Source: an optimization exercise on an open RTL-to-GDS flow (aim: small area and a short achievable clock period). Production flows keep margins and buffers that such runs may drop. Only simulation tests tie the RTL to the original design; equivalence was not proved. Power and IR drop assume default switching activity.

$ cat flow/design.v
module reorder_buffer_mc #(
    parameter int unsigned DEPTH    = 16,
    parameter int unsigned IDX_W    = 4,
    parameter int unsigned DATA_W   = 32,
    parameter int unsigned COMMIT_W = 2,
    parameter int unsigned CDB_N    = 2
) (
    input  logic                         clk,
    input  logic                         rst,
    input  logic                         flush,
    input  logic                         alloc_valid,
    input  logic [4:0]                   alloc_rd,
    output logic                         alloc_ready,
    output logic [IDX_W-1:0]             alloc_tag,
    input  logic [CDB_N-1:0]             cdb_valid,
    input  logic [CDB_N*IDX_W-1:0]       cdb_tag,
    input  logic [CDB_N*DATA_W-1:0]      cdb_data,
    output logic [COMMIT_W-1:0]          commit_valid,
    output logic [COMMIT_W*5-1:0]        commit_rd,
    output logic [COMMIT_W*DATA_W-1:0]   commit_data,
    output logic [IDX_W-1:0]             rob_head,
    output logic [IDX_W:0]               count,
    output logic                         empty,
    output logic                         full
);
    localparam int unsigned HALF = DEPTH / 2;
    localparam int unsigned EW   = DATA_W + 6;    
    logic              busy_q [DEPTH];
    logic              done_q [DEPTH];
    logic [4:0]        rd_q   [DEPTH];
    logic [DATA_W-1:0] data_q [DEPTH];
    logic [IDX_W-1:0]  head_q, tail_q;
    logic [IDX_W:0]    count_q;
    logic              alloc_fire;
    logic [1:0]        ncommit;
    assign alloc_ready = !flush && !count_q[IDX_W];
    assign alloc_fire  = alloc_valid && alloc_ready;
    assign alloc_tag   = tail_q;
    assign rob_head    = head_q;
    assign count       = count_q;
    assign empty       = (count_q == '0);
    assign full        = count_q[IDX_W];
    logic [IDX_W-2:0] oidx, eidx;
    logic [EW-1:0]    ord, erd;
    logic [EW-1:0]    p0, p1;
    assign oidx = head_q[IDX_W-1:1];
    assign eidx = head_q[IDX_W-1:1] + (IDX_W-1)'(head_q[0]);
    logic [HALF-1:0] osel, esel;
    always_comb begin
        for (int unsigned j = 0; j < HALF; j++) begin
            osel[j] = (oidx == (IDX_W-1)'(j));
            esel[j] = (eidx == (IDX_W-1)'(j));
        end
    end
    for (genvar b = 0; b < EW; b++) begin : g_rd
        logic [HALF-1:0] ob, eb;
        for (genvar j = 0; j < HALF; j++) begin : g_col
            assign ob[j] = (b == EW-1) ? done_q[2*j+1] : (b >= DATA_W) ? rd_q[2*j+1][b-DATA_W] : data_q[2*j+1][b];
            assign eb[j] = (b == EW-1) ? done_q[2*j]   : (b >= DATA_W) ? rd_q[2*j][b-DATA_W]   : data_q[2*j][b];
        end
        rob_rdbit u_rd (.osel(osel), .esel(esel), .ob(ob), .eb(eb), .swap(head_q[0]), .p0(p0[b]), .p1(p1[b]));
    end
    assign commit_valid[0]   = !flush && p0[EW-1];
    assign commit_valid[1]   = !flush && p0[EW-1] && p1[EW-1];
    assign commit_rd         = {p1[DATA_W +: 5], p0[DATA_W +: 5]};
    assign commit_data       = {p1[DATA_W-1:0], p0[DATA_W-1:0]};
    assign ncommit           = {commit_valid[1], commit_valid[0] && !commit_valid[1]};
    always_ff @(posedge clk) begin
        if (rst || flush) begin
            head_q  <= '0;
            tail_q  <= '0;
            count_q <= '0;
        end else begin
            head_q  <= head_q + IDX_W'(ncommit);
            tail_q  <= tail_q + IDX_W'(alloc_fire);
            count_q <= count_q + (IDX_W+1)'(alloc_fire) - (IDX_W+1)'(ncommit);
        end
    end
    for (genvar e = 0; e < DEPTH; e++) begin : g_ent
        logic hit0, hit1, w0, wr, at_tail, retire;
        assign hit0    = cdb_valid[0] && (cdb_tag[0 +: IDX_W] == IDX_W'(e));
        assign hit1    = cdb_valid[1] && (cdb_tag[IDX_W +: IDX_W] == IDX_W'(e));
        assign w0      = hit0 && !hit1;    
        assign wr      = hit0 || hit1;
        assign at_tail = alloc_fire && (tail_q == IDX_W'(e));
        assign retire  = (commit_valid[0] && head_q == IDX_W'(e)) ||
                         (commit_valid[1] && head_q == IDX_W'(e - 1));
        always_ff @(posedge clk) begin
            if (rst || flush) begin
                busy_q[e] <= 1'b0;
                done_q[e] <= 1'b0;
            end else begin
                if (retire) begin
                    busy_q[e] <= 1'b0;
                    done_q[e] <= 1'b0;
                end else if (at_tail) begin
                    busy_q[e] <= 1'b1;
                    done_q[e] <= 1'b0;
                end else if (wr && busy_q[e]) begin
                    done_q[e] <= 1'b1;
                end
            end
        end
        logic hold;
        assign hold = !wr;
        always_ff @(posedge clk) begin
            if (at_tail) rd_q[e] <= alloc_rd;
        end
        for (genvar b = 0; b < DATA_W; b++) begin : g_bit
            logic nxt;
            rob_wrbit u_wr (.w0(w0), .d0(cdb_data[b]), .w1(hit1), .d1(cdb_data[DATA_W+b]),
                            .hold(hold), .q(data_q[e][b]), .d(nxt));
            always_ff @(posedge clk) data_q[e][b] <= nxt;
        end
    end
endmodule
module rob_wrbit (
    input  logic w0, d0, w1, d1, hold, q,
    output logic d
);
    assign d = (w0 & d0) | (w1 & d1) | (hold & q);
endmodule
module rob_rdbit (
    input  logic [7:0] osel, esel, ob, eb,
    input  logic       swap,
    output logic       p0, p1
);
    logic o, e;
    assign o  = |(osel & ob);
    assign e  = |(esel & eb);
    assign p0 = swap ? o : e;
    assign p1 = swap ? e : o;
endmodule
$ cat flow/run.sh
#!/bin/bash
# synth_recipe.tcl (not shown) runs the flow's synth.tcl, then flattens the netlist and writes it again
# the make line also repeats each setting of config.mk as NAME=value (left out here)
make -C /OpenROAD-flow-scripts/flow DESIGN_CONFIG=/design/flow/config.mk WORK_HOME=/design/flow/orfs CLKGATE_MAP_FILE= SYNTH_SCRIPT=/design/flow/synth_recipe.tcl finish
$ cat flow/config.mk
export PLATFORM = sky130hd
export DESIGN_NAME = reorder_buffer_mc
export DESIGN_NICKNAME = reorder_buffer_mc
export VERILOG_FILES = /design/flow/design.v
export SDC_FILE = /design/flow/constraint.sdc
export NUM_CORES = 4
export LEC_CHECK = 0
export CAP_MARGIN = 20
export CORE_MARGIN = 2
export CORE_UTILIZATION = 35
export PLACE_DENSITY = 0.5
export SLEW_MARGIN = 20
export SYNTH_HIERARCHICAL = 1
$ cat flow/constraint.sdc
create_clock -name core_clock -period 6.0 [get_ports {clk}]
set_input_delay 1.2000 -clock core_clock [delete_from_list [all_inputs] [get_ports {clk}]]
set_output_delay 1.2000 -clock core_clock [all_outputs]
set_load 0.01 [all_outputs]
==> results of run 1 <==
==> where the power goes <==
group | internal [mW] | switching (mW)
Combinational | 0.961 | 0.901
Sequential | 5.15 | 0.429
Clock | 2.60 | 1.78
Total | 8.71 | 3.11
==> per-module statistics from Yosys (local to each module, per instance) <==
module,flops+latches,cell area (um2)
reorder_buffer_mc,637,15800
rob_wrbit,0,13.8
rob_rdbit,0,97.6
==> state kept, by name (all words and copies together), names as in the netlist <==
name	count
count_q	5
rd_q	80
head_q	4
data_q	512
done_q	16
busy_q	16
tail_q	4
==> worst min path at each step <==
stage	end
after detailed placement	busy_q[0]
after floorplan	busy_q[4]
after global routing	data_q[9][17]
after CTS	busy_q[0]
final	busy_q[0]
after global placement	busy_q[4]
==> layout make-up <==
type                       count  area (um2)
fill                        7112       43400
inverter                     542        2030
tap                          978        1220
timing repair buffer         256        2360
sequential                   637       13600
multi-input combinational   1210       10700
clock buffer                 107        2150
clock inverter                18         176
==> placed cells by master, fill, tap and decap left out, types with 3 or more instances in the layout <==
cell,Yosys,final
o21ba_2,13,13
nor3_4,1,5
clkinv_1,0,8
xnor2_1,5,5
clkdlybuf4s50_1,0,174
o21ai_0,14,14
a22oi_1,304,304
mux2i_1,76,76
nand2b_1,10,10
ha_1,16,16
xor2_1,3,3
nand2_1,7,7
and2_1,7,5
nor2_4,3,27
o22ai_1,17,17
buf_4,75,82
nor2_1,44,20
a222oi_1,512,512
a21oi_1,24,24
nand3_1,6,6
inv_1,541,541
nor3_1,38,16
clkbuf_16,0,76
clkbuf_1,13,18
clkinv_2,0,3
nand3b_1,7,7
dfxtp_1,557,556
nor3_2,1,19
or2_2,3,3
clkbuf_8,0,13
and4_1,76,76
edfxtp_1,80,80
bufinv_16,0,3
==> cell families after synthesis <==
logic type	synth area share (%)
xor+xnor	0.263
compound gates	29.6
simple gates	5.41
flops	51.0
fa+ha+maj	0.903
mux	2.86
buf+inv	9.98
==> critical path: stages (launching register included) <==
cell and delay, ps:
dfxtp_1 610, inv_1 260, ha_1 500, nand2_1 200, nor2_4 510, a22oi_1 170, and4_1 250, mux2i_1 400
nand3b_1 230, inv_1 200, clkdlybuf4s50_1 590
==> layer usage <==
metal | up-vias | part of all wire [%] | GRT usage, %
met5 | - | 0.041 | 0
met4 | 6 | 4.0 | 11.7
li1 | 10600 | - | -
met2 | 1601 | 44 | 42.2
met1 | 12200 | 41 | 36.6
met3 | 262 | 11 | 5.31
==> through the flow <==
| stage | instances | area, um2 | hold WS, ps |
|---|---|---|---|
| floorplan | 2479 | 26600 | 441 |
| global placement | 3621 | 29900 | 447 |
| detailed placement | 3621 | 29900 | 459 |
| CTS | 3746 | 32200 | 472 |
| global route | 3748 | 32200 | 485 |
| finish | 3748 | 32200 | 467 |
==> impl_metrics.yaml, run 1 <==
worst_setup_path:
  worstPathRequired_ps: 4800
  end_kind: "output port"
  reg2reg_from: "head_q[1]"
  startpoint: "head_q[1]"
  worst_setup_path_start_kind: "register"
  regToRegSetupSlack_ps: 1230
  crit_type: "reg -> out"
  arrival_ps: 4540
  timing.rr.end: "count_q[4]"
  r2r_cells: 18
  path_max_fanout: 16
  crit_path_end: "commit_valid[1]"
route:
  wire_per_inst_um: 29.2
  finalWirelength_um: 110000
  drc: 0
  first_iter_violations: 5610
  viasPerCell: 6.58
  first_pass_iters: 11
  num_vias: 24700
  ant_nets: 0
synth:
  synth_edf_count: 80
  ys_top_cells_by_count: "dfxtp_1 (557), inv_1 (541), a222oi_1 (512)"
  synth_warnings: 15
  synth_cell_types: 46
  async_flop_share_pct: 0
  ys_seq_area_share_pct: 51.0
  synth_nets: 2580
  syn-instance-count: 2479
  yosysTopAreaCellShare_pct: 41.9
  synth_area_leader_cell: "dfxtp_1"
  synth_top_flop_cell: "dfxtp_1"
  syn_area_mm2: 0.0266
  synth_seq_cells: 637
  synth.most_common_cell: "dfxtp_1"
  avgSynthCellArea_um2: 10.7
  yosys-top-cells-area: "dfxtp_1 (42%), a222oi_1 (19%), edfxtp_1 (9.0%), a22oi_1 (8.6%), inv_1 (7.6%)"
global_route:
  grtUsageTotal_pct: 27.1
  first_global_vias: 24100
  grt_max_degree: 42
  grt_pass1_wl_um: 159000
  gr-total-overflow: 0
  antenna_found_initial: 5
clock_network:
  hold_buffers: 0
  clock-sinks: 637
  cts_resized: 0
  post_cts_buffers: 0
  clock_path_buffers: 3
  cts_buffers: 73
  clkTransAtPathRegs_ps: 60
  clock_latency_ps: 620
  root_buffer: "clkbuf_16"
  htree_levels: 3
  tritoncts: "done"
job:
  cap_violations: 0
timing:
  fin_crit_sh_pct: 95.7
  tightest_slew_ps: 935
  fin_setup_tns_ps: 0
  layout_min_cycle_time_ps: 5740
  finalSetupViolCount: 0
  hold_viol_final: 0
  fin_worst_skew_ps: 20.2
  slew_violations: 0
  max_freq_mhz: 174
  worst_slew_margin_rel_pct: 37.4
  setup_slack_ps: 258
  rsz0062_at_grt: "false"
floorplanning:
  dieArea_mm2: 0.0782
  die_y_um: 280
  core_area_mm2: 0.0756
  start_util_pct: 35.2
  die_width_um: 280
  rows: 101
  io_pins: 175
cells_and_area:
  fin_nets: 2821
  diodes: 0
  fin_util_pct: 42.6
  syn_to_final_growth_pct: 21.1
  drive_above_1_share_pct: 9.21
run_status:
  status: "finished clean"
placed_design:
  dp_hpwl_um: 63400
  dp_slack_ps: 917
  io_buffers: 174
  place.gp.congestion: 0.828
pwr:
  p_leak_nw: 13.3
  vdd_drop_max_mv: 0.164
  total_power_mw: 11.8
  power_density_mw_per_mm2: 367
worst_hold_path:
  min_path_type: "reg -> reg"
  whs_path_depth: 1
  hp-start: "busy_q[0]"
==> run 2, diff against run 1 <==
--- a/flow/design.v
+++ b/flow/design.v
@@ -25,7 +25,6 @@
 );
     localparam int unsigned HALF = DEPTH / 2;
     localparam int unsigned EW   = DATA_W + 6;    
-    logic              busy_q [DEPTH];
     logic              done_q [DEPTH];
     logic [4:0]        rd_q   [DEPTH];
     logic [DATA_W-1:0] data_q [DEPTH];
@@ -40,16 +39,20 @@
     assign count       = count_q;
     assign empty       = (count_q == '0);
     assign full        = count_q[IDX_W];
-    logic [IDX_W-2:0] oidx, eidx;
-    logic [EW-1:0]    ord, erd;
+    logic [HALF-1:0]  osel_q [2], esel_q [2];
     logic [EW-1:0]    p0, p1;
-    assign oidx = head_q[IDX_W-1:1];
-    assign eidx = head_q[IDX_W-1:1] + (IDX_W-1)'(head_q[0]);
-    logic [HALF-1:0] osel, esel;
-    always_comb begin
-        for (int unsigned j = 0; j < HALF; j++) begin
-            osel[j] = (oidx == (IDX_W-1)'(j));
-            esel[j] = (eidx == (IDX_W-1)'(j));
+    logic             rot_o, rot_e;
+    assign rot_o = ncommit[1] || (ncommit[0] && head_q[0]);
+    assign rot_e = ncommit[1] || (ncommit[0] && !head_q[0]);
+    for (genvar c = 0; c < 2; c++) begin : g_sel
+        always_ff @(posedge clk) begin
+            if (rst || flush) begin
+                osel_q[c] <= HALF'(1);
+                esel_q[c] <= HALF'(1);
+            end else begin
+                if (rot_o) osel_q[c] <= {osel_q[c][HALF-2:0], osel_q[c][HALF-1]};
+                if (rot_e) esel_q[c] <= {esel_q[c][HALF-2:0], esel_q[c][HALF-1]};
+            end
         end
     end
     for (genvar b = 0; b < EW; b++) begin : g_rd
@@ -58,10 +61,10 @@
             assign ob[j] = (b == EW-1) ? done_q[2*j+1] : (b >= DATA_W) ? rd_q[2*j+1][b-DATA_W] : data_q[2*j+1][b];
             assign eb[j] = (b == EW-1) ? done_q[2*j]   : (b >= DATA_W) ? rd_q[2*j][b-DATA_W]   : data_q[2*j][b];
         end
-        rob_rdbit u_rd (.osel(osel), .esel(esel), .ob(ob), .eb(eb), .swap(head_q[0]), .p0(p0[b]), .p1(p1[b]));
+        rob_rdbit u_rd (.osel(osel_q[b / (EW / 2 + 1)]), .esel(esel_q[b / (EW / 2 + 1)]), .ob(ob), .eb(eb), .swap(head_q[0]), .p0(p0[b]), .p1(p1[b]));
     end
-    assign commit_valid[0]   = !flush && p0[EW-1];
-    assign commit_valid[1]   = !flush && p0[EW-1] && p1[EW-1];
+    assign commit_valid[0]   = !flush && p0[EW-1] && !empty;
+    assign commit_valid[1]   = !flush && p0[EW-1] && p1[EW-1] && (count_q[IDX_W:1] != '0);
     assign commit_rd         = {p1[DATA_W +: 5], p0[DATA_W +: 5]};
     assign commit_data       = {p1[DATA_W-1:0], p0[DATA_W-1:0]};
     assign ncommit           = {commit_valid[1], commit_valid[0] && !commit_valid[1]};
@@ -83,20 +86,18 @@
         assign w0      = hit0 && !hit1;    
         assign wr      = hit0 || hit1;
         assign at_tail = alloc_fire && (tail_q == IDX_W'(e));
-        assign retire  = (commit_valid[0] && head_q == IDX_W'(e)) ||
-                         (commit_valid[1] && head_q == IDX_W'(e - 1));
+        if (e % 2 == 0) begin : g_even
+            assign retire = esel_q[1][e/2] && (head_q[0] ? commit_valid[1] : commit_valid[0]);
+        end else begin : g_odd
+            assign retire = osel_q[1][e/2] && (head_q[0] ? commit_valid[0] : commit_valid[1]);
+        end
         always_ff @(posedge clk) begin
             if (rst || flush) begin
-                busy_q[e] <= 1'b0;
                 done_q[e] <= 1'b0;
             end else begin
-                if (retire) begin
-                    busy_q[e] <= 1'b0;
+                if (retire || at_tail) begin
                     done_q[e] <= 1'b0;
-                end else if (at_tail) begin
-                    busy_q[e] <= 1'b1;
-                    done_q[e] <= 1'b0;
-                end else if (wr && busy_q[e]) begin
+                end else if (wr) begin
                     done_q[e] <= 1'b1;
                 end
             end
@@ -126,8 +127,24 @@
     output logic       p0, p1
 );
     logic o, e;
-    assign o  = |(osel & ob);
-    assign e  = |(esel & eb);
+    rob_or8 u_o (.sel(osel), .x(ob), .y(o));
+    rob_or8 u_e (.sel(esel), .x(eb), .y(e));
     assign p0 = swap ? o : e;
     assign p1 = swap ? e : o;
 endmodule
+module rob_or8 (
+    input  logic [7:0] sel, x,
+    output logic       y
+);
+    logic n0, n1, n2;
+    rob_aoi222 u_0 (.a(sel[2:0]), .b(x[2:0]), .y(n0));
+    rob_aoi222 u_1 (.a(sel[5:3]), .b(x[5:3]), .y(n1));
+    assign n2 = !((sel[6] & x[6]) | (sel[7] & x[7]));
+    assign y  = !(n0 & n1 & n2);
+endmodule
+module rob_aoi222 (
+    input  logic [2:0] a, b,
+    output logic       y
+);
+    assign y = !((a[0] & b[0]) | (a[1] & b[1]) | (a[2] & b[2]));
+endmodule
--- a/flow/config.mk
+++ b/flow/config.mk
@@ -7,7 +7,10 @@
 export LEC_CHECK = 0
 export CAP_MARGIN = 20
 export CORE_MARGIN = 2
-export CORE_UTILIZATION = 35
-export PLACE_DENSITY = 0.5
+export CORE_UTILIZATION = 50
+export CTS_CLUSTER_DIAMETER = 80
+export CTS_CLUSTER_SIZE = 24
+export PLACE_DENSITY = 0.65
+export SETUP_SLACK_MARGIN = 3.0
 export SLEW_MARGIN = 20
 export SYNTH_HIERARCHICAL = 1
==> impl_metrics.yaml, run 2 <==
global_route:
  use_met3_pct: 10.5
  grtUsageMet2_pct: 59.1
  antenna_found_initial: 3
  first_global_vias: 25300
  gr-total-overflow: 0
  grt_max_degree: 37
  grt_pass1_wl_um: 165000
  grtUsageMet1_pct: 50.4
  busiest_layer: "met2"
  grtUsageTotal_pct: 39.3
timing:
  finalSetupViolCount: 0
  rsz0062_at_grt: "true"
  slew_violations: 0
  fin_crit_sh_pct: 62.9
  fin_worst_skew_ps: 21.3
  tightest_slew_ps: 1190
  worst_slew_margin_rel_pct: 20.0
  fin_setup_tns_ps: 0
  layout_min_cycle_time_ps: 3770
  max_freq_mhz: 265
  setup_slack_ps: 2230
  hold_viol_final: 0
cells_and_area:
  largestRegisters: "data_q (512), rd_q (80)"
  mostFrequentLayoutCells: "a222oi_1 (664), dfxtp_1 (546), inv_1 (519)"
  fin_util_pct: 64.4
  largest_reg_flops: 512
  drive_above_1_share_pct: 21.2
  fin_nets: 2886
  syn_to_final_growth_pct: 27.1
  regMostFlops: "data_q"
  final_common_cell: "a222oi_1"
route:
  ant_nets: 0
  drc: 0
  wire_per_inst_um: 32.7
  finalWirelength_um: 114000
  viasPerCell: 7.58
  num_vias: 26500
  first_iter_violations: 7806
  first_pass_iters: 19
clock_network:
  clock-sinks: 653
  clkTransAtPathRegs_ps: 100
  cts_buffers: 35
  htree_levels: 2
  clock_path_buffers: 3
  root_buffer: "clkbuf_16"
  tritoncts: "done"
  clock_latency_ps: 610
synth:
  synth.most_common_cell: "a222oi_1"
  syn_area_mm2: 0.0267
  ys_top_cells_by_count: "a222oi_1 (664), dfxtp_1 (573), inv_1 (524)"
  synth_area_leader_cell: "dfxtp_1"
  syn-instance-count: 2412
  yosysTopAreaCellShare_pct: 42.9
  yosys-top-cells-area: "dfxtp_1 (43%), a222oi_1 (25%), edfxtp_1 (9.0%), inv_1 (7.4%), mux2_2 (3.2%)"
  synth_top_flop_cell: "dfxtp_1"
  synth_edf_count: 80
  synth_cell_types: 40
  async_flop_share_pct: 0
  synth_seq_cells: 653
  avgSynthCellArea_um2: 11.1
  synth_nets: 2510
  synth_warnings: 17
  ys_seq_area_share_pct: 51.9
placed_design:
  dp_slack_ps: 1570
  place.gp.congestion: 0.862
  io_buffers: 174
  dp_hpwl_um: 59600
worst_setup_path:
  timing.rr.end: "count_q[4]"
  worstPathRequired_ps: 4800
  worst_setup_path_start_kind: "register"
  arrival_ps: 2570
  regToRegSetupSlack_ps: 2490
  reg2reg_from: "osel_q[1][3]"
  end_kind: "output port"
  r2r_cells: 18
  crit_type: "reg -> out"
  path_max_fanout: 6
floorplanning:
  start_util_pct: 50.7
  dieArea_mm2: 0.0553
  io_pins: 175
  core_area_mm2: 0.0528
  die_width_um: 235
  rows: 84
  die_y_um: 235
pwr:
  power_density_mw_per_mm2: 311
  p_leak_nw: 15.2
  total_power_mw: 10.6
  vdd_drop_max_mv: 0.207
run_status:
  status: "finished clean"
worst_hold_path:
  hold_end: "data_q[2][20]"
  hp-start: "data_q[2][20]"
  min_path_type: "reg -> reg"
  whs_path_depth: 2
job:
  cap_violations: 0
[run 2: cell count changes after synthesis, sizes merged, moves of 42 or more]
| cell | delta |
|---|---|
| a22oi | -228 |
| a222oi | +152 |
| and4 | -76 |
| mux2 | +76 |
| nand3 | +75 |
| nor2 | +46 |
| mux2i | -42 |
[run 2: worst max-delay path by stage]
stage                  from              end  cells after the start
3_5_place_dp     cdb_tag[4]    data_q[13][0]                      8
6_report       osel_q[1][0]  commit_data[28]                      7
5_1_grt        osel_q[1][3]  commit_valid[0]                      8
3_3_place_gp     cdb_tag[4]   data_q[13][22]                      8
4_1_cts        osel_q[1][3]  commit_valid[1]                      8
2_1_floorplan    cdb_tag[7]     data_q[0][0]                      5
[run 2: metal layers]
layer | share of wire (%) | vias up
met1 | 35 | 12800
met5 | 0.024 | -
met4 | 7.2 | 4
met2 | 42 | 2452
met3 | 16 | 526
li1 | - | 10700
[run 2: kinds of logic after synthesis]
kind of cell    Yosys count  synth area share [%]
compound gates          763                  28.2
flops                   653                  51.9
buf+inv                 612                  9.77
simple gates            252                  4.61
mux                     110                  4.57
fa+ha+maj                15                 0.758
xor+xnor                  7                 0.229
[run 2: cell type report]
| type | count | area [um2] |
|---|---|---|
| diodes | 2 | 5.00 |
| clock inverters | 8 | 126 |
| fillers | 4067 | 18800 |
| clock buffers | 45 | 976 |
| well taps | 688 | 861 |
| multi-input cells | 1157 | 11300 |
| flip-flops and latches | 653 | 14000 |
| repair buffers | 417 | 4830 |
| inverters | 524 | 1970 |
[run 2: repair_timing]
| action | CTS | global route |
|---|---|---|
| hold buffers | 0 | 0 |
| pin swaps | 133 | 88 |
| setup endpoints to repair | 637 | 443 |
| gates resized for setup | 575 | 103 |
| buffers inserted | 130 | 39 |
| gates cloned | 20 | 2 |
[run 2: per-module statistics from Yosys (local to each module, per instance)]
module / cells inside / times used / cell area (um2) / flip-flops and latches
rob_aoi222: 1 / 152 / 10.0 / 0
rob_rdbit: 2 / 38 / 22.5 / 0
rob_wrbit: 2 / 512 / 13.8 / 0
reorder_buffer_mc: 1008 / 1 / 16400 / 653
rob_or8: 2 / 76 / 12.5 / 0
[run 2: metrics by stage]
step	area, um2	hold WS [ps]	cells
2_1_floorplan	27100	446	2412
3_3_place_gp	29600	457	3244
3_5_place_dp	29700	463	3248
4_1_cts	33300	484	3451
5_1_grt	34000	505	3492
6_report	34000	483	3494
[run 2: worst max-delay path, stage by stage, from the launching register on]
cell and delay, ps:
dfxtp_4 390, buf_12 130, buf_16 130, a222oi_1 400, nand3_1 310, buf_4 230
mux2_4 260, buf_6 120
[run 2: power by group]
part | internal (mW) | switching [mW]
Combinational | 1.11 | 0.990
Clock | 1.26 | 1.52
Sequential | 5.24 | 0.446
Total | 7.62 | 2.96
==> run 3, diff against run 2 <==
==> flow/flow/run.sh (new file) <==
#!/bin/bash
# Standard layout, with the port buffers made from plain buffers instead of the default
# delay-cell buffers; every port still gets its own buffer.
set -euo pipefail
export BUFFER_PORTS_ARGS="-buffer_cell sky130_fd_sc_hd__buf_2"
bash standard.sh > standard.log 2>&1
==> flow/standard.sh (new file) <==
#!/bin/bash
# synth_recipe.tcl (not shown) runs the flow's synth.tcl, then flattens the netlist and writes it again
# the make line also repeats each setting of config.mk as NAME=value (left out here)
make -C /OpenROAD-flow-scripts/flow DESIGN_CONFIG=/design/flow/config.mk WORK_HOME=/design/flow/orfs CLKGATE_MAP_FILE= SYNTH_SCRIPT=/design/flow/synth_recipe.tcl "${@:-finish}"
removed: flow/run.sh
==> impl_metrics.yaml, run 3 <==
cells_and_area:
  nFillCells: 4299
  fin_nets: 2799
  final_common_cell: "a222oi_1"
  mostFrequentLayoutCells: "a222oi_1 (664), dfxtp_1 (555), inv_1 (520)"
  seq_area_mm2: 0.0139
  largest_reg_flops: 512
  largestRegisters: "data_q (512), rd_q (80)"
  syn_to_final_growth_pct: 19.9
  multi_input_area_mm2: 0.0111
  drive_above_1_share_pct: 21.4
  regMostFlops: "data_q"
route:
  first_iter_violations: 7405
  wire_per_inst_um: 32.3
  num_vias: 25800
  first_pass_iters: 17
  drc: 0
  finalWirelength_um: 110000
  ant_nets: 0
  viasPerCell: 7.56
pwr:
  power_frac_comb_pct: 19.2
  p_leak_nw: 14.5
  pwr-share-seq_pct: 54.9
  p_sw_mw: 2.92
  p_sw_share_pct: 28.2
  intPower_mw: 7.44
  vdd_drop_max_mv: 0.274
  clkPwrFrac_pct: 25.8
  power_density_mw_per_mm2: 323
timing:
  hold_ws_ps: 487
  slew_violations: 0
  tightest_slew_ps: 1180
  fin_worst_skew_ps: 21.6
  rsz0062_at_grt: "true"
  layout_min_cycle_time_ps: 3720
  max_freq_mhz: 269
  fin_crit_sh_pct: 62.0
  finalSetupViolCount: 0
  worst_slew_margin_rel_pct: 20.9
  hold_viol_final: 0
  fin_setup_tns_ps: 0
job:
  cap_violations: 0
global_route:
  grtUsageTotal_pct: 37.5
  gr-total-overflow: 0
  grt_pass1_wl_um: 158000
  first_global_vias: 24400
  grt_max_degree: 43
  antenna_found_initial: 4
worst_hold_path:
  hold_end: "data_q[12][8]"
  whs_path_depth: 2
  hp-start: "data_q[12][8]"
  min_path_type: "reg -> reg"
floorplanning:
  core_area_mm2: 0.0528
  dieArea_mm2: 0.0553
  io_pins: 175
  die_y_um: 235
  die_width_um: 235
  rows: 84
  start_util_pct: 50.7
worst_setup_path:
  end_kind: "output port"
  reg2reg_from: "osel_q[1][5]"
  path_max_fanout: 6
  worstPathRequired_ps: 4800
  timing.rr.end: "count_q[4]"
  worst_setup_path_start_kind: "register"
  crit_type: "reg -> out"
  arrival_ps: 2520
  regToRegSetupSlack_ps: 2790
  r2r_cells: 17
clock_network:
  hold_buffers: 0
  clock_path_buffers: 3
  clock_latency_ps: 600
  tritoncts: "done"
  clkTransAtPathRegs_ps: 90
  clock-sinks: 653
  cts_buffers: 35
  root_buffer: "clkbuf_16"
  htree_levels: 2
synth:
  synth_warnings: 17
  synth_area_leader_cell: "dfxtp_1"
  ys_seq_area_share_pct: 51.9
  synth_edf_count: 80
  synth_cell_types: 40
  synth_top_flop_cell: "dfxtp_1"
  synth_nets: 2510
  avgSynthCellArea_um2: 11.1
  syn_area_mm2: 0.0267
  syn-instance-count: 2412
  ys_top_cells_by_count: "a222oi_1 (664), dfxtp_1 (573), inv_1 (524)"
  yosys-top-cells-area: "dfxtp_1 (43%), a222oi_1 (25%), edfxtp_1 (9.0%), inv_1 (7.4%), mux2_2 (3.2%)"
  synth.most_common_cell: "a222oi_1"
  yosysTopAreaCellShare_pct: 42.9
  async_flop_share_pct: 0
  synth_seq_cells: 653
placed_design:
  dp_hpwl_um: 58200
  place.gp.congestion: 0.856
  io_buffers: 174
run_status:
  status: "finished clean"
==> run 3: cell count changes in the layout (fill, tap and decap cells not counted), moves of 5 or more <==
cell / change
dfxtp_2: -6
mux2_4: -15
buf_2: +107
mux2_2: +15
buf_8: -9
buf_6: -20
dfxtp_1: +9
buf_4: -34
clkdlybuf4s50_1: -87
buf_12: -26
dlygate4sd2_1: -5
bufbuf_16: -6
==> run 3: cell families (layout without fill, tap and decap cells) <==
kind of cell	Yosys count	after routing	synth area share [%]
other	0	2	0
AO/OA/AOI/OAI	763	763	28.2
flip-flops	653	653	51.9
buffers and inverters	612	907	9.77
XOR/XNOR	7	7	0.229
adder cells (fa/ha/maj)	15	15	0.758
AND/OR/NAND/NOR	252	261	4.61
multiplexers	110	110	4.57
==> run 3: metal layers <==
| metal | part of all wire, % | track usage [%] |
|---|---|---|
| met1 | 35 | 46.7 |
| met2 | 44 | 57.3 |
| met3 | 15 | 10.8 |
| met4 | 6.7 | 24.0 |
| met5 | 0.078 | 0 |
==> run 3: area by class of cell <==
class                      instances  share of cell area [%]
antenna                            2                  0.0156
clock buffer                      45                    3.05
clock inverter                     7                   0.246
inverter                         524                    6.15
multi-input combinational       1156                    34.8
sequential                       653                    43.5
tap                              688                    2.69
timing repair buffer             331                    9.61
==> run 3: per-module statistics from Yosys (local to each module, per instance) <==
module	cells	flops+latches
rob_rdbit	2	0
rob_or8	2	0
rob_aoi222	1	0
reorder_buffer_mc	1008	653
rob_wrbit	2	0
==> run 3: timing repair <==
item                                    CTS  global route
setup buffers                            53            30
cloned                                   12             5
hold endpoints to repair                  0             0
resized for setup                       153            94
endpoints found under the setup margin  330           413
pin swaps                               116            51
==> run 3: critical path: stages (launching register included) <==
cell      delay (ps)
dfxtp_4          370
buf_12           150
a222oi_1         610
nand3_1          320
mux2_4           350
buf_6            120
==> run 3: worst max path at each step <==
stage	slack [ps]	from	depth (start not counted)	to
floorplan	2740	cdb_tag[7]	5	data_q[0][0]
global placement	2200	cdb_tag[6]	8	data_q[10][3]
detailed placement	2040	cdb_tag[6]	8	data_q[10][1]
CTS	2380	osel_q[1][5]	8	commit_valid[1]
global route	2330	osel_q[0][0]	5	commit_data[32]
finish	2280	esel_q[1][0]	5	commit_data[29]
==> run 3: power groups by stage <==
stage / combinational, mW / sequential (mW) / clock [mW]
after floorplan: 1.36 / 5.64 / 0
after CTS: 1.87 / 5.66 / 2.68
after global placement: 1.67 / 5.72 / 0
final: 1.99 / 5.69 / 2.68
after global routing: 2.16 / 5.76 / 2.83
after detailed placement: 1.76 / 5.76 / 0
==> run 3: through the flow <==
step	area, um2	instances	setup WS (ps)	utilization, %	power [mW]
CTS	31200	3367	2380	59.1	10.2
detailed placement	28800	3250	2040	54.5	7.52
finish	32000	3406	2280	60.7	10.4
floorplan	27100	2412	2740	-	7.01
global placement	28700	3247	2200	54.4	7.39
global route	32000	3404	2330	60.7	10.8
==> run 4, diff against run 3 <==
--- a/flow/design.v
+++ b/flow/design.v
@@ -39,20 +39,18 @@
     assign count       = count_q;
     assign empty       = (count_q == '0);
     assign full        = count_q[IDX_W];
-    logic [HALF-1:0]  osel_q [2], esel_q [2];
+    logic [HALF-1:0]  osel_q, esel_q;
     logic [EW-1:0]    p0, p1;
     logic             rot_o, rot_e;
     assign rot_o = ncommit[1] || (ncommit[0] && head_q[0]);
     assign rot_e = ncommit[1] || (ncommit[0] && !head_q[0]);
-    for (genvar c = 0; c < 2; c++) begin : g_sel
-        always_ff @(posedge clk) begin
-            if (rst || flush) begin
-                osel_q[c] <= HALF'(1);
-                esel_q[c] <= HALF'(1);
-            end else begin
-                if (rot_o) osel_q[c] <= {osel_q[c][HALF-2:0], osel_q[c][HALF-1]};
-                if (rot_e) esel_q[c] <= {esel_q[c][HALF-2:0], esel_q[c][HALF-1]};
-            end
+    always_ff @(posedge clk) begin
+        if (rst || flush) begin
+            osel_q <= HALF'(1);
+            esel_q <= HALF'(1);
+        end else begin
+            if (rot_o) osel_q <= {osel_q[HALF-2:0], osel_q[HALF-1]};
+            if (rot_e) esel_q <= {esel_q[HALF-2:0], esel_q[HALF-1]};
         end
     end
     for (genvar b = 0; b < EW; b++) begin : g_rd
@@ -61,7 +59,7 @@
             assign ob[j] = (b == EW-1) ? done_q[2*j+1] : (b >= DATA_W) ? rd_q[2*j+1][b-DATA_W] : data_q[2*j+1][b];
             assign eb[j] = (b == EW-1) ? done_q[2*j]   : (b >= DATA_W) ? rd_q[2*j][b-DATA_W]   : data_q[2*j][b];
         end
-        rob_rdbit u_rd (.osel(osel_q[b / (EW / 2 + 1)]), .esel(esel_q[b / (EW / 2 + 1)]), .ob(ob), .eb(eb), .swap(head_q[0]), .p0(p0[b]), .p1(p1[b]));
+        rob_rdbit u_rd (.osel(osel_q), .esel(esel_q), .ob(ob), .eb(eb), .swap(head_q[0]), .p0(p0[b]), .p1(p1[b]));
     end
     assign commit_valid[0]   = !flush && p0[EW-1] && !empty;
     assign commit_valid[1]   = !flush && p0[EW-1] && p1[EW-1] && (count_q[IDX_W:1] != '0);
@@ -87,9 +85,9 @@
         assign wr      = hit0 || hit1;
         assign at_tail = alloc_fire && (tail_q == IDX_W'(e));
         if (e % 2 == 0) begin : g_even
-            assign retire = esel_q[1][e/2] && (head_q[0] ? commit_valid[1] : commit_valid[0]);
+            assign retire = esel_q[e/2] && (head_q[0] ? commit_valid[1] : commit_valid[0]);
         end else begin : g_odd
-            assign retire = osel_q[1][e/2] && (head_q[0] ? commit_valid[0] : commit_valid[1]);
+            assign retire = osel_q[e/2] && (head_q[0] ? commit_valid[0] : commit_valid[1]);
         end
         always_ff @(posedge clk) begin
             if (rst || flush) begin
@@ -127,24 +125,8 @@
     output logic       p0, p1
 );
     logic o, e;
-    rob_or8 u_o (.sel(osel), .x(ob), .y(o));
-    rob_or8 u_e (.sel(esel), .x(eb), .y(e));
+    assign o  = |(osel & ob);
+    assign e  = |(esel & eb);
     assign p0 = swap ? o : e;
     assign p1 = swap ? e : o;
 endmodule
-module rob_or8 (
-    input  logic [7:0] sel, x,
-    output logic       y
-);
-    logic n0, n1, n2;
-    rob_aoi222 u_0 (.a(sel[2:0]), .b(x[2:0]), .y(n0));
-    rob_aoi222 u_1 (.a(sel[5:3]), .b(x[5:3]), .y(n1));
-    assign n2 = !((sel[6] & x[6]) | (sel[7] & x[7]));
-    assign y  = !(n0 & n1 & n2);
-endmodule
-module rob_aoi222 (
-    input  logic [2:0] a, b,
-    output logic       y
-);
-    assign y = !((a[0] & b[0]) | (a[1] & b[1]) | (a[2] & b[2]));
-endmodule
--- a/flow/config.mk
+++ b/flow/config.mk
@@ -6,6 +6,8 @@
 export NUM_CORES = 4
 export LEC_CHECK = 0
 export CAP_MARGIN = 20
+export CELL_PAD_IN_SITES_DETAIL_PLACEMENT = 1
+export CELL_PAD_IN_SITES_GLOBAL_PLACEMENT = 1
 export CORE_MARGIN = 2
 export CORE_UTILIZATION = 50
 export CTS_CLUSTER_DIAMETER = 80
==> impl_metrics.yaml, run 4 <==
worst_hold_path:
  hp-start: "data_q[12][7]"
  min_path_type: "reg -> reg"
  hold_end: "data_q[12][7]"
  whs_path_depth: 2
route:
  ant_nets: 0
  wl_met2_um: 56900
  wire_per_inst_um: 39.4
  num_vias: 27400
  met3_length_um: 21900
  route.layer.met1.wl_um: 46800
  finalWirelength_um: 137000
  drc: 0
  first_pass_iters: 17
  first_iter_violations: 6494
  viasPerCell: 7.89
  highest_layer: "met5"
worst_setup_path:
  max_stage_delay_ps: 420
  timing.rr.end: "count_q[4]"
  worstPathRequired_ps: 4800
  reg2reg_from: "osel_q[3]"
  arrival_ps: 2210
  r2r_cells: 16
  cp_cell_sequence: "buf_12, a22oi_2, and4_4, mux2i_2, or3b_4, inv_2, buf_6"
  worst_setup_path_start_kind: "register"
  slowest_stage: "or3b_4"
  end_kind: "output port"
  path_max_fanout: 4
  regToRegSetupSlack_ps: 2820
  crit_type: "reg -> out"
cells_and_area:
  fin_nets: 2850
  largestRegisters: "data_q (512), rd_q (80), done_q (16)"
  syn_to_final_growth_pct: 25.7
  mostFrequentLayoutCells: "dfxtp_1 (540), inv_1 (519), a222oi_1 (512)"
  final_common_cell: "dfxtp_1"
  multi_input_area_mm2: 0.0118
  nFillCells: 5301
  largest_reg_flops: 512
  seq_area_mm2: 0.0136
  regMostFlops: "data_q"
  drive_above_1_share_pct: 26.0
clock_network:
  root_buffer: "clkbuf_16"
  clock_path_buffers: 3
  cts_buffers: 38
  clock_latency_ps: 630
  htree_levels: 2
  tritoncts: "done"
  clkTransAtPathRegs_ps: 100
  clock-sinks: 637
timing:
  setup_slack_ps: 2590
  fin_worst_skew_ps: 28.8
  hold_ws_ps: 489
  rsz0062_at_grt: "true"
  tightest_slew_ps: 1140
  layout_min_cycle_time_ps: 3410
  slew_violations: 0
  fin_setup_tns_ps: 0
  fin_crit_sh_pct: 56.8
  max_freq_mhz: 293
  finalSetupViolCount: 0
  worst_slew_margin_rel_pct: 24.2
  hold_viol_final: 0
pwr:
  p_sw_share_pct: 29.9
  vdd_drop_max_mv: 0.233
  intPower_mw: 7.55
  total_power_mw: 10.8
  power_frac_comb_pct: 18.1
  p_sw_mw: 3.23
  clkPwrFrac_pct: 29.0
  pwr-share-seq_pct: 52.9
  power_density_mw_per_mm2: 323
  p_leak_nw: 14.2
synth:
  synth_warnings: 13
  async_flop_share_pct: 0
  ys_seq_area_share_pct: 51.0
  synth_area_leader_cell: "dfxtp_1"
  synth.most_common_cell: "dfxtp_1"
  ys_top_cells_by_count: "dfxtp_1 (557), inv_1 (523), a222oi_1 (512)"
  synth_cell_types: 44
  synth_edf_count: 80
  yosysTopAreaCellShare_pct: 42.0
  synth_top_flop_cell: "dfxtp_1"
  synth_nets: 2534
  yosys-top-cells-area: "dfxtp_1 (42%), a222oi_1 (19%), edfxtp_1 (9.0%), a22oi_1 (8.6%), inv_1 (7.4%)"
  syn-instance-count: 2436
  syn_area_mm2: 0.0266
  synth_seq_cells: 637
  avgSynthCellArea_um2: 10.9
job:
  cap_violations: 0
global_route:
  grt_pass1_wl_um: 189000
  grtUsageTotal_pct: 48.0
  gr-total-overflow: 0
  first_global_vias: 26900
  antenna_found_initial: 7
  grt_max_degree: 40
floorplanning:
  io_pins: 175
  dieArea_mm2: 0.0550
  die_y_um: 235
  core_area_mm2: 0.0526
  start_util_pct: 50.6
  die_width_um: 235
  rows: 84
placed_design:
  io_buffers: 174
  dp_slack_ps: 1940
  place.gp.congestion: 0.841
  dp_hpwl_um: 63200
run_status:
  status: "finished clean"
## run 4: changes by cell type in the layout (fill, tap and decap cells not counted), moves of 39 or more
cell / before / now
a222oi_1: 664 / 512
a22oi_1: 76 / 165
a22oi_2: 0 / 139
and4_4: 0 / 39
buf_2: 115 / 171
buf_6: 87 / 15
mux2_4: 60 / 0
mux2i_1: 31 / 87
nand3_1: 79 / 4
## run 4: timing repair
action / 4_1_cts / 5_1_grt
hold buffers: 0 / 0
pin swaps: 101 / 70
resized for setup: 297 / 75
buffers inserted: 55 / 21
hold endpoints to repair: 0 / 0
setup endpoints to repair: 232 / 220
cloned: 41 / 1
## run 4: layout make-up
| cell class | count | area share, % |
|---|---|---|
| flip-flops and latches | 637 | 40.8 |
| diodes | 1 | 0.00749 |
| multi-input cells | 1193 | 35.4 |
| clock inverters | 20 | 0.805 |
| clock buffers | 49 | 3.22 |
| repair buffers | 358 | 11.4 |
| well taps | 688 | 2.58 |
| inverters | 524 | 5.90 |
## run 4: cell families after synthesis
logic type / after synthesis / synth area share (%)
adder cells (fa/ha/maj): 15 / 0.763
buffers and inverters: 608 / 9.68
flip-flops: 637 / 51.0
AO/OA/AOI/OAI: 839 / 29.1
XOR/XNOR: 7 / 0.231
AND/OR/NAND/NOR: 236 / 5.61
multiplexers: 94 / 3.64
## run 4: routing by layer
| metal | up-vias | track usage (%) |
|---|---|---|
| met5 | - | 0 |
| met4 | 12 | 32.6 |
| met3 | 696 | 19.7 |
| met2 | 2517 | 68.6 |
| met1 | 13600 | 58.9 |
| li1 | 10600 | - |
## run 4: power by group through the flow
stage | sequential (mW) | clock, mW | combinational, mW
2_1_floorplan | 5.54 | 0 | 1.33
3_3_place_gp | 5.62 | 0 | 1.63
3_5_place_dp | 5.68 | 0 | 1.74
4_1_cts | 5.63 | 3.09 | 1.83
5_1_grt | 5.77 | 3.27 | 2.10
6_report | 5.71 | 3.12 | 1.95
## run 4: per-stage QoR
step                      std cells  utilization, %  cell area [um2]
after global placement         3276            54.5            28600
after floorplan                2436               -            26900
after detailed placement       3281            54.7            28800
final                          3470            63.6            33400
after global routing           3469            63.6            33400
after CTS                      3446            62.4            32800
## run 4: critical path: cells and delay by family (launching register included)
kind / cells / cell delay, ps
AOI/OAI and AO/OA: 1 / 80
DFF: 1 / 390
muxes: 1 / 180
and+or+nand+nor: 2 / 640
buffers and inverters: 3 / 290
## run 4: worst max path at each step
stage	from	end	slack, ps
floorplan	cdb_tag[7]	data_q[0][0]	2740
global placement	cdb_tag[7]	data_q[4][15]	2060
detailed placement	cdb_tag[7]	data_q[4][8]	1940
CTS	osel_q[3]	commit_valid[1]	2640
global route	osel_q[3]	commit_valid[0]	2540
finish	osel_q[3]	commit_valid[0]	2590
## run 4: Yosys stat by module (local to each module, per instance)
module             times used  cells inside
reorder_buffer_mc           1           956
rob_wrbit                 512             2
rob_rdbit                  38            12
==> run 5, diff against run 4 <==
--- a/flow/design.v
+++ b/flow/design.v
@@ -66,15 +66,24 @@
     assign commit_rd         = {p1[DATA_W +: 5], p0[DATA_W +: 5]};
     assign commit_data       = {p1[DATA_W-1:0], p0[DATA_W-1:0]};
     assign ncommit           = {commit_valid[1], commit_valid[0] && !commit_valid[1]};
+    logic [IDX_W-1:0] head_nx [3];
+    logic [IDX_W:0]   cnt_a [3], cnt_n [3];
+    always_comb begin
+        for (int unsigned n = 0; n < 3; n++) begin
+            head_nx[n] = head_q + IDX_W'(n);
+            cnt_a[n]   = count_q + (IDX_W+1)'(1) - (IDX_W+1)'(n);
+            cnt_n[n]   = count_q - (IDX_W+1)'(n);
+        end
+    end
     always_ff @(posedge clk) begin
         if (rst || flush) begin
             head_q  <= '0;
             tail_q  <= '0;
             count_q <= '0;
         end else begin
-            head_q  <= head_q + IDX_W'(ncommit);
-            tail_q  <= tail_q + IDX_W'(alloc_fire);
-            count_q <= count_q + (IDX_W+1)'(alloc_fire) - (IDX_W+1)'(ncommit);
+            head_q  <= head_nx[ncommit];
+            if (alloc_fire) tail_q <= tail_q + IDX_W'(1);
+            count_q <= alloc_fire ? cnt_a[ncommit] : cnt_n[ncommit];
         end
     end
     for (genvar e = 0; e < DEPTH; e++) begin : g_ent
--- a/flow/config.mk
+++ b/flow/config.mk
@@ -13,6 +13,6 @@
 export CTS_CLUSTER_DIAMETER = 80
 export CTS_CLUSTER_SIZE = 24
 export PLACE_DENSITY = 0.65
-export SETUP_SLACK_MARGIN = 3.0
+export SETUP_SLACK_MARGIN = 2.65
 export SLEW_MARGIN = 20
 export SYNTH_HIERARCHICAL = 1
==> impl_metrics.yaml, run 5 <==
route:
  first_iter_violations: 5268
  drc: 0
  wire_per_inst_um: 33.3
  num_vias: 25800
  finalWirelength_um: 114000
  first_pass_iters: 10
  viasPerCell: 7.54
  ant_nets: 0
worst_setup_path:
  startpoint: "esel_q[0]"
  arrival_ps: 2160
  max_stage_delay_ps: 370
  end_kind: "output port"
  reg2reg_from: "count_q[0]"
  path_max_fanout: 10
  worstPathRequired_ps: 4800
  cp_top_family: "buffers and inverters"
  path_buf_inv: 3
  slowest_stage: "dfxtp_4"
  crit_type: "reg -> out"
  cp_cell_sequence: "buf_12, buf_4, a22oi_1, and4_1, mux2i_1, buf_2"
  worst_setup_path_start_kind: "register"
placed_design:
  io_buffers: 174
  place.gp.congestion: 0.862
  dp_slack_ps: 2020
  dp_hpwl_um: 64800
timing:
  max_freq_mhz: 298
  worst_slew_margin_rel_pct: 21.4
  rsz0062_at_grt: "true"
  tightest_slew_ps: 1180
  slew_violations: 0
  fin_worst_skew_ps: 32.5
  setup_slack_ps: 2640
  finalSetupViolCount: 0
  hold_viol_final: 0
  fin_setup_tns_ps: 0
  layout_min_cycle_time_ps: 3360
  fin_crit_sh_pct: 56.0
synth:
  synth.most_common_cell: "dfxtp_1"
  async_flop_share_pct: 0
  synth_nets: 2590
  synth_seq_cells: 637
  synth_area_leader_cell: "dfxtp_1"
  ys_seq_area_share_pct: 50.4
  synth_top_flop_cell: "dfxtp_1"
  ys_top_cells_by_count: "dfxtp_1 (557), inv_1 (522), a222oi_1 (512)"
  synth_cell_types: 54
  avgSynthCellArea_um2: 10.8
  synth_warnings: 19
  yosys-top-cells-area: "dfxtp_1 (41%), a222oi_1 (19%), edfxtp_1 (8.9%), a22oi_1 (8.5%), inv_1 (7.3%)"
  synth_edf_count: 80
  syn_area_mm2: 0.0269
  syn-instance-count: 2493
  yosysTopAreaCellShare_pct: 41.5
worst_hold_path:
  min_path_type: "reg -> reg"
  hp-start: "data_q[7][31]"
clock_network:
  clkTransAtPathRegs_ps: 90
  tritoncts: "done"
  htree_levels: 2
  cts_buffers: 36
  clock_latency_ps: 610
  clock_path_buffers: 3
  root_buffer: "clkbuf_16"
  clock-sinks: 637
pwr:
  vdd_drop_max_mv: 0.295
  clkPwrFrac_pct: 27.7
  power_frac_comb_pct: 18.0
  p_leak_nw: 13.3
  intPower_mw: 7.33
  p_sw_share_pct: 29.0
  pwr-share-seq_pct: 54.3
  total_power_mw: 10.3
  power_density_mw_per_mm2: 332
  p_sw_mw: 3.00
global_route:
  first_global_vias: 26200
  gr-total-overflow: 0
  grtUsageTotal_pct: 39.2
  grt_max_degree: 46
  antenna_found_initial: 6
  grt_pass1_wl_um: 167000
floorplanning:
  start_util_pct: 50.9
  dieArea_mm2: 0.0556
  die_width_um: 236
  io_pins: 175
  core_area_mm2: 0.0529
  rows: 84
  die_y_um: 236
cells_and_area:
  mostFrequentLayoutCells: "dfxtp_1 (535), inv_1 (520), a222oi_1 (512)"
  final_common_cell: "dfxtp_1"
  nFillCells: 5659
  fin_nets: 2808
  drive_above_1_share_pct: 17.4
  syn_to_final_growth_pct: 15.6
  largestRegisters: "data_q (512), rd_q (80), done_q (16)"
  largest_reg_flops: 512
  regMostFlops: "data_q"
job:
  cap_violations: 0
run_status:
  status: "finished clean"
-- run 5: per-stage QoR --
stage	area [um2]	util, %	hold WS [ps]	cells
2_1_floorplan	27100	-	448	2493
3_3_place_gp	28900	54.7	457	3322
3_5_place_dp	29100	55.0	466	3327
4_1_cts	30800	58.3	488	3404
5_1_grt	31100	58.8	499	3422
6_report	31100	58.8	488	3422
-- run 5: power groups by stage --
stage | sequential, mW | clock [mW] | combinational, mW
after detailed placement | 5.68 | 0 | 1.78
after global placement | 5.61 | 0 | 1.66
after global routing | 5.69 | 3.01 | 2.03
after floorplan | 5.54 | 0 | 1.34
final | 5.61 | 2.86 | 1.86
after CTS | 5.58 | 2.87 | 1.82
-- run 5: final timing paths --
| path | to | slack [ps] | depth (start not counted) |
|---|---|---|---|
| hold / removal | data_q[7][31] | 490 | 2 |
| setup / recovery | commit_data[59] | 2640 | 6 |
| hold reg to reg | data_q[7][31] | 490 | 2 |
| setup reg to reg | count_q[3] | 3230 | 9 |
-- run 5: per-module statistics from Yosys (local to each module, per instance) --
module	cells inside	times used	flip-flops and latches
reorder_buffer_mc	1013	1	637
rob_rdbit	12	38	0
rob_wrbit	2	512	0
-- run 5: cell type report --
| class | instances | area [um2] | share of cell area [%] |
|---|---|---|---|
| Sequential cell | 637 | 13600 | 43.7 |
| Multi-Input combinational cell | 1241 | 11400 | 36.7 |
| Timing Repair Buffer | 270 | 2080 | 6.71 |
| Inverter | 525 | 1990 | 6.39 |
| Clock buffer | 46 | 991 | 3.19 |
| Tap cell | 688 | 861 | 2.77 |
| Clock inverter | 13 | 171 | 0.551 |
| Antenna cell | 2 | 5.00 | 0.0161 |
-- run 5: worst reg2reg max path, stage by stage (launching register included) --
cell and delay, ps:
dfxtp_2 480, clkinvlp_4 190, ha_1 400, inv_1 140, ha_1 240, nand3b_1 230, nor4_1 550, nor3_1 150
xnor2_1 180, a31oi_1 100
-- run 5: timing repair --
item / 4_1_cts / 5_1_grt
endpoints found under the setup margin: 78 / 149
resized for setup: 105 / 37
hold endpoints to repair: 0 / 0
hold buffers: 0 / 0
pin swaps: 23 / 8
cloned: 4 / 1
setup buffers: 14 / 11
-- run 5: cells by family after synthesis --
logic type / share of synthesized area (%)
AND/OR/NAND/NOR: 5.47
XOR/XNOR: 0.540
flip-flops: 50.4
buffers and inverters: 9.73
adder cells (fa/ha/maj): 0.651
AO/OA/AOI/OAI: 29.7
multiplexers: 3.50
-- run 5: layer usage --
metal  vias up  share of wire, %  GRT usage [%]  wire length (um)
li1      10600                 -              -                 -
met3       324                13           8.39             14600
met1     13000                36           49.6             41500
met2      1858                47           64.4             53100
met4         6               4.3           17.7              4890
met5         -             0.022              0                25
==> run 6, diff against run 5 <==
--- a/flow/design.v
+++ b/flow/design.v
@@ -30,6 +30,7 @@
     logic [DATA_W-1:0] data_q [DEPTH];
     logic [IDX_W-1:0]  head_q, tail_q;
     logic [IDX_W:0]    count_q;
+    logic              ne_q, ge2_q;
     logic              alloc_fire;
     logic [1:0]        ncommit;
     assign alloc_ready = !flush && !count_q[IDX_W];
@@ -37,7 +38,7 @@
     assign alloc_tag   = tail_q;
     assign rob_head    = head_q;
     assign count       = count_q;
-    assign empty       = (count_q == '0);
+    assign empty       = !ne_q;
     assign full        = count_q[IDX_W];
     logic [HALF-1:0]  osel_q, esel_q;
     logic [EW-1:0]    p0, p1;
@@ -61,8 +62,8 @@
         end
         rob_rdbit u_rd (.osel(osel_q), .esel(esel_q), .ob(ob), .eb(eb), .swap(head_q[0]), .p0(p0[b]), .p1(p1[b]));
     end
-    assign commit_valid[0]   = !flush && p0[EW-1] && !empty;
-    assign commit_valid[1]   = !flush && p0[EW-1] && p1[EW-1] && (count_q[IDX_W:1] != '0);
+    assign commit_valid[0]   = !flush && p0[EW-1] && ne_q;
+    assign commit_valid[1]   = !flush && p0[EW-1] && p1[EW-1] && ge2_q;
     assign commit_rd         = {p1[DATA_W +: 5], p0[DATA_W +: 5]};
     assign commit_data       = {p1[DATA_W-1:0], p0[DATA_W-1:0]};
     assign ncommit           = {commit_valid[1], commit_valid[0] && !commit_valid[1]};
@@ -73,6 +74,21 @@
             head_nx[n] = head_q + IDX_W'(n);
             cnt_a[n]   = count_q + (IDX_W+1)'(1) - (IDX_W+1)'(n);
             cnt_n[n]   = count_q - (IDX_W+1)'(n);
+        end
+    end
+    logic [4:0] ge;
+    assign ge[0] = 1'b1;
+    assign ge[1] = ne_q;
+    assign ge[2] = ge2_q;
+    assign ge[3] = (count_q >= (IDX_W+1)'(3));
+    assign ge[4] = (count_q >= (IDX_W+1)'(4));
+    always_ff @(posedge clk) begin
+        if (rst || flush) begin
+            ne_q  <= 1'b0;
+            ge2_q <= 1'b0;
+        end else begin
+            ne_q  <= alloc_fire ? ge[ncommit]     : ge[ncommit + 2'd1];
+            ge2_q <= alloc_fire ? ge[ncommit + 1] : ge[ncommit + 2];
         end
     end
     always_ff @(posedge clk) begin
--- a/flow/config.mk
+++ b/flow/config.mk
@@ -13,6 +13,6 @@
 export CTS_CLUSTER_DIAMETER = 80
 export CTS_CLUSTER_SIZE = 24
 export PLACE_DENSITY = 0.65
-export SETUP_SLACK_MARGIN = 2.65
+export SETUP_SLACK_MARGIN = 3.0
 export SLEW_MARGIN = 20
 export SYNTH_HIERARCHICAL = 1
==> impl_metrics.yaml, run 6 <==
run_status:
  status: "finished clean"
timing:
  fin_setup_tns_ps: 0
  max_freq_mhz: 293
  finalSetupViolCount: 0
  worst_slew_margin_rel_pct: 16.6
  fin_worst_skew_ps: 33.5
  layout_min_cycle_time_ps: 3410
  slew_violations: 0
  hold_viol_final: 0
  rsz0062_at_grt: "true"
  tightest_slew_ps: 1250
  fin_crit_sh_pct: 56.9
cells_and_area:
  largest_reg_flops: 512
  mostFrequentLayoutCells: "dfxtp_1 (542), inv_1 (522), a222oi_1 (512)"
  syn_to_final_growth_pct: 29.0
  nFillCells: 5407
  stdcell_area_mm2: 0.0348
  fin_util_pct: 65.0
  final_common_cell: "dfxtp_1"
  largestRegisters: "data_q (512), rd_q (80), done_q (16)"
  regMostFlops: "data_q"
  fin_nets: 2959
  drive_above_1_share_pct: 28.0
worst_setup_path:
  timing.rr.end: "count_q[2]"
  crit_type: "reg -> out"
  cp_cell_sequence: "buf_6, clkbuf_16, a22oi_1, and4_1, mux2i_1, buf_2"
  r2r_cells: 8
  worstPathRequired_ps: 4800
  path_buf_inv: 3
  cp_top_family: "flip-flops"
  reg2reg_from: "esel_q[2]"
  slowest_stage: "dfxtp_4"
  arrival_ps: 2210
  regToRegSetupSlack_ps: 3330
  path_max_fanout: 7
  end_kind: "output port"
  max_stage_delay_ps: 570
  worst_setup_path_start_kind: "register"
global_route:
  first_global_vias: 28600
  gr-total-overflow: 0
  antenna_found_initial: 9
  grtUsageTotal_pct: 51.5
  grt_max_degree: 45
  grt_pass1_wl_um: 207000
synth:
  synth_edf_count: 80
  avgSynthCellArea_um2: 10.7
  synth_cell_types: 53
  syn-instance-count: 2519
  async_flop_share_pct: 0
  ys_top_cells_by_count: "dfxtp_1 (559), inv_1 (522), a222oi_1 (512)"
  synth_warnings: 19
  ys_seq_area_share_pct: 50.3
  synth_top_flop_cell: "dfxtp_1"
  yosysTopAreaCellShare_pct: 41.4
  synth_area_leader_cell: "dfxtp_1"
  synth_nets: 2618
  synth_seq_cells: 639
  syn_area_mm2: 0.0270
  yosys-top-cells-area: "dfxtp_1 (41%), a222oi_1 (19%), edfxtp_1 (8.9%), a22oi_1 (8.5%), inv_1 (7.3%)"
  synth.most_common_cell: "dfxtp_1"
clock_network:
  clock_latency_ps: 620
  clock-sinks: 639
  clkTransAtPathRegs_ps: 90
  clock_path_buffers: 3
  htree_levels: 2
  root_buffer: "clkbuf_16"
  cts_buffers: 36
  tritoncts: "done"
route:
  finalWirelength_um: 157000
  drc: 0
  met3_length_um: 28900
  first_pass_iters: 17
  viasPerCell: 8.21
  ant_nets: 0
  first_iter_violations: 7497
  route.layer.met1.wl_um: 49900
  wire_per_inst_um: 43.9
  highest_layer: "met5"
  num_vias: 29400
  wl_met2_um: 62100
floorplanning:
  rows: 85
  start_util_pct: 50.4
  core_area_mm2: 0.0536
  die_width_um: 236
  io_pins: 175
  dieArea_mm2: 0.0559
  die_y_um: 236
worst_hold_path:
  min_path_type: "reg -> reg"
  whs_path_depth: 2
  hold_end: "data_q[11][20]"
  hp-start: "data_q[11][20]"
pwr:
  p_leak_nw: 14.6
  power_density_mw_per_mm2: 310
  vdd_drop_max_mv: 0.346
placed_design:
  place.gp.congestion: 0.823
  dp_hpwl_um: 64800
  post_dp_cell_area_mm2: 0.0292
  io_buffers: 174
job:
  cap_violations: 0
-- run 6: cell count changes after synthesis, sizes merged, moves of 5 or more --
cell and delta:
a21oi +13, nand2 +6, clkbuf +7, a31oi -5, and3 +8
-- run 6: metal layers --
metal,up-vias,track usage [%]
met1,14400,60.4
met5,-,1.65
met4,17,40.9
met3,1043,25.3
met2,3031,70.9
li1,10900,-
-- run 6: logic make-up after synthesis --
group | after synthesis | synth area share (%)
AND/OR/NAND/NOR | 252 | 5.77
flip-flops | 639 | 50.3
multiplexers | 94 | 3.48
buffers and inverters | 620 | 9.69
adder cells (fa/ha/maj) | 16 | 0.741
XOR/XNOR | 12 | 0.389
AO/OA/AOI/OAI | 886 | 29.6
-- run 6: what timing repair did --
action | 4_1_cts | 5_1_grt
hold buffers | 0 | 0
gates cloned | 66 | 9
endpoints found under the setup margin | 468 | 378
resized for setup | 359 | 89
buffers inserted | 53 | 35
pin swaps | 150 | 93
-- run 6: Yosys stat by module (local to each module, per instance) --
module | flip-flops and latches | cells inside | cell area (um2) | times used
reorder_buffer_mc | 639 | 1039 | 16300 | 1
rob_rdbit | 0 | 12 | 97.6 | 38
rob_wrbit | 0 | 2 | 13.8 | 512
-- run 6: per-stage QoR --
| stage | power (mW) | worst slack, ps | cells | hold WS (ps) |
|---|---|---|---|---|
| floorplan | 6.89 | 2740 | 2519 | 448 |
| global placement | 7.27 | 1880 | 3336 | 458 |
| detailed placement | 7.47 | 1980 | 3353 | 467 |
| CTS | 10.4 | 2670 | 3532 | 491 |
| global route | 11.1 | 2590 | 3579 | 513 |
| finish | 10.8 | 2590 | 3586 | 492 |
-- run 6: worst max path at each step --
| stage | from | end | cells after the start |
|---|---|---|---|
| 3_5_place_dp | cdb_tag[6] | data_q[11][18] | 9 |
| 6_report | esel_q[2] | commit_data[3] | 6 |
| 4_1_cts | osel_q[2] | commit_valid[0] | 7 |
| 3_3_place_gp | cdb_tag[7] | done_q[5] | 6 |
| 2_1_floorplan | cdb_tag[7] | done_q[4] | 5 |
| 5_1_grt | esel_q[2] | commit_data[35] | 6 |
-- run 6: final cells by class --
cell class / count / area (um2) / area share [%]
repair buffers: 390 / 4690 / 13.5
inverters: 522 / 1960 / 5.62
multi-input cells: 1271 / 12500 / 35.8
well taps: 696 / 871 / 2.50
diodes: 8 / 20.0 / 0.0575
clock inverters: 17 / 206 / 0.593
flip-flops and latches: 639 / 13700 / 39.2
clock buffers: 43 / 958 / 2.75
-- run 6: report_power, final --
group	leakage [nW]	switching, mW	internal [mW]
logic	8.68	1.13	0.952
registers	5.40	0.628	5.16
clock network	0.569	1.64	1.28
total	14.6	3.40	7.39
-- run 6: worst register-to-register path, cell delays in order, from the launching register on --
cell and delay, ps:
dfxtp_4 570, a22oi_1 200, and4_4 210, mux2i_4 180, buf_6 140, nor2b_1 570, o21ai_0 210, a221oi_1 360
nor3_1 90
==> run 7, diff against run 6 <==
--- a/flow/config.mk
+++ b/flow/config.mk
@@ -10,8 +10,9 @@
 export CELL_PAD_IN_SITES_GLOBAL_PLACEMENT = 1
 export CORE_MARGIN = 2
 export CORE_UTILIZATION = 50
-export CTS_CLUSTER_DIAMETER = 80
-export CTS_CLUSTER_SIZE = 24
+export CTS_BUF_LIST = sky130_fd_sc_hd__clkbuf_8
+export CTS_CLUSTER_DIAMETER = 60
+export CTS_CLUSTER_SIZE = 16
 export PLACE_DENSITY = 0.65
 export SETUP_SLACK_MARGIN = 3.0
 export SLEW_MARGIN = 20
==> impl_metrics.yaml, run 7 <==
worst_setup_path:
  arrival_ps: 2300
  path_max_fanout: 5
  r2r_cells: 8
  end_kind: "output port"
  cp_cell_sequence: "a22oi_1, and4_4, mux2i_4, buf_6, nand2b_4, nor2_4, buf_6"
  timing.rr.end: "done_q[4]"
  worst_setup_path_start_kind: "register"
  regToRegSetupSlack_ps: 3300
  crit_type: "reg -> out"
cells_and_area:
  regMostFlops: "data_q"
  fin_nets: 2917
  multi_input_area_mm2: 0.0120
  fin_util_pct: 61.9
  mostFrequentLayoutCells: "dfxtp_1 (542), inv_1 (528), a222oi_1 (512)"
  syn_to_final_growth_pct: 22.8
  seq_area_mm2: 0.0137
  stdcell_area_mm2: 0.0332
placed_design:
  post_dp_cell_area_mm2: 0.0292
floorplanning:
  io_pins: 175
  rows: 85
  core_area_mm2: 0.0536
pwr:
  power_density_mw_per_mm2: 314
  p_leak_nw: 14.1
  vdd_drop_max_mv: 0.206
job:
  cap_violations: 0
synth:
  synth_cell_types: 53
  syn-instance-count: 2519
  synth_nets: 2618
  avgSynthCellArea_um2: 10.7
  synth_seq_cells: 639
  ys_seq_area_share_pct: 50.3
  synth_area_leader_cell: "dfxtp_1"
  async_flop_share_pct: 0
  synth_top_flop_cell: "dfxtp_1"
  synth_warnings: 19
  ys_top_cells_by_count: "dfxtp_1 (559), inv_1 (522), a222oi_1 (512)"
timing:
  slew_violations: 0
  layout_min_cycle_time_ps: 3500
  max_freq_mhz: 286
  tightest_slew_ps: 1190
  finalSetupViolCount: 0
  hold_ws_ps: 491
  fin_setup_tns_ps: 0
  hold_viol_final: 0
route:
  first_iter_violations: 7309
  num_vias: 28300
  finalWirelength_um: 144000
  viasPerCell: 7.97
  drc: 0
  first_pass_iters: 17
  ant_nets: 0
run_status:
  status: "finished clean"
clock_network:
  clock-sinks: 639
  htree_levels: 2
  clock_latency_ps: 760
  root_buffer: "clkbuf_8"
  clock_path_buffers: 3
  clkTransAtPathRegs_ps: 110
  cts_buffers: 51
global_route:
  use_met3_pct: 11.9
  grtUsageMet1_pct: 54.0
  gr-total-overflow: 0
  grtUsageTotal_pct: 41.6
  first_global_vias: 26400
  antenna_found_initial: 14
  grt_pass1_wl_um: 174000
  grt_max_degree: 45
  busiest_layer: "met2"
worst_hold_path:
  hold_end: "data_q[13][4]"
  hp-start: "data_q[13][4]"
  min_path_type: "reg -> reg"
## run 7: cell counts after synthesis
No cell type changed its count.
## run 7: per-layer routing
layer / up-vias / part of all wire (%)
met4: 12 / 9.0
met2: 2784 / 40
met3: 777 / 17
li1: 10800 / -
met1: 13900 / 33
met5: - / 0.25
## run 7: worst max path at each step
stage                          start              end
final                      osel_q[3]  commit_valid[1]
after global routing       osel_q[3]  commit_valid[1]
after CTS                  osel_q[0]  commit_valid[0]
after detailed placement  cdb_tag[6]   data_q[11][18]
after global placement    cdb_tag[7]        done_q[5]
after floorplan           cdb_tag[7]        done_q[4]
## run 7: critical path: cells and delay by family, from the launching register on
| kind | cells | cell delay (ps) |
|---|---|---|
| simple gates | 3 | 390 |
| compound gates | 1 | 170 |
| flops | 1 | 550 |
| mux | 1 | 170 |
| buf+inv | 2 | 240 |
## run 7: kinds of logic (layout without fill, tap and decap cells)
group	Yosys count	count (layout)	synth area share [%]
buffers and inverters	620	938	9.69
AND/OR/NAND/NOR	252	263	5.77
XOR/XNOR	12	12	0.389
multiplexers	94	94	3.48
adder cells (fa/ha/maj)	16	16	0.741
other	0	9	0
AO/OA/AOI/OAI	886	886	29.6
flip-flops	639	639	50.3
## run 7: repair_timing
action	in CTS	in global routing
gates resized for setup	158	118
setup buffers	19	22
endpoints found under the setup margin	415	263
gates cloned	21	43
pin swaps	39	53
endpoints found under the hold margin	0	0
hold buffers	0	0
## run 7: metrics by stage
step	power [mW]	setup slack [ps]	std cells
after global placement	7.27	1880	3336
after floorplan	6.89	2740	2519
after global routing	10.7	2460	3548
after CTS	10.1	2590	3476
after detailed placement	7.47	1980	3353
final	10.4	2500	3553
## run 7: layout make-up
| cell class | instances | share of cell area [%] |
|---|---|---|
| Sequential cell | 639 | 41.2 |
| Multi-Input combinational cell | 1271 | 36.1 |
| Timing Repair Buffer | 333 | 10.9 |
| Inverter | 522 | 5.91 |
| Tap cell | 696 | 2.63 |
| Clock buffer | 59 | 2.45 |
| Clock inverter | 24 | 0.762 |
| Antenna cell | 9 | 0.0679 |
## run 7: Yosys stat by module (local to each module, per instance)
| module | flops+latches | area [um2] | copies in the design |
|---|---|---|---|
| reorder_buffer_mc | 639 | 16300 | 1 |
| rob_rdbit | 0 | 97.6 | 38 |
| rob_wrbit | 0 | 13.8 | 512 |
## run 7: power breakdown
part | total (mW) | switching [mW] | internal (mW)
sequential | 5.69 | 0.541 | 5.15
combinational | 1.98 | 1.04 | 0.940
clock | 2.72 | 1.62 | 1.11
total | 10.4 | 3.20 | 7.20

==> separate check: timing with driven ports <==
Ports are ideal in the flow. The routed layouts listed here were re-timed in OpenROAD.
Step 1: set_driving_cell puts a clkbuf_16 on clk and a buf_2 on each other input, an assumption about the parent block.
Step 2 also shifts input and output timing later by t, the mid clock arrival at the registers, as if the neighbouring blocks saw the same clock.
a / b / c = ideal ports / drivers / drivers and shift; a / b = the first two.
| run | t (ns) | setup slack, ns |
|---|---|---|
| run 1 | 0.674 | 0.258 / 0.197 / 0.871 |
| run 2 | 0.657 | 2.227 / 2.169 / 2.342 |
| run 3 | 0.640 | 2.282 / 2.221 / 2.392 |
| run 4 | 0.685 | 2.592 / 2.526 / 2.225 |
| run 5 | 0.657 | 2.641 / 2.578 / 2.080 |
| run 6 | 0.674 | 2.585 / 2.516 / 2.114 |
| run 7 | 0.810 | 2.499 / 2.435 / 2.121 |
After both steps every run listed still meets setup and hold.
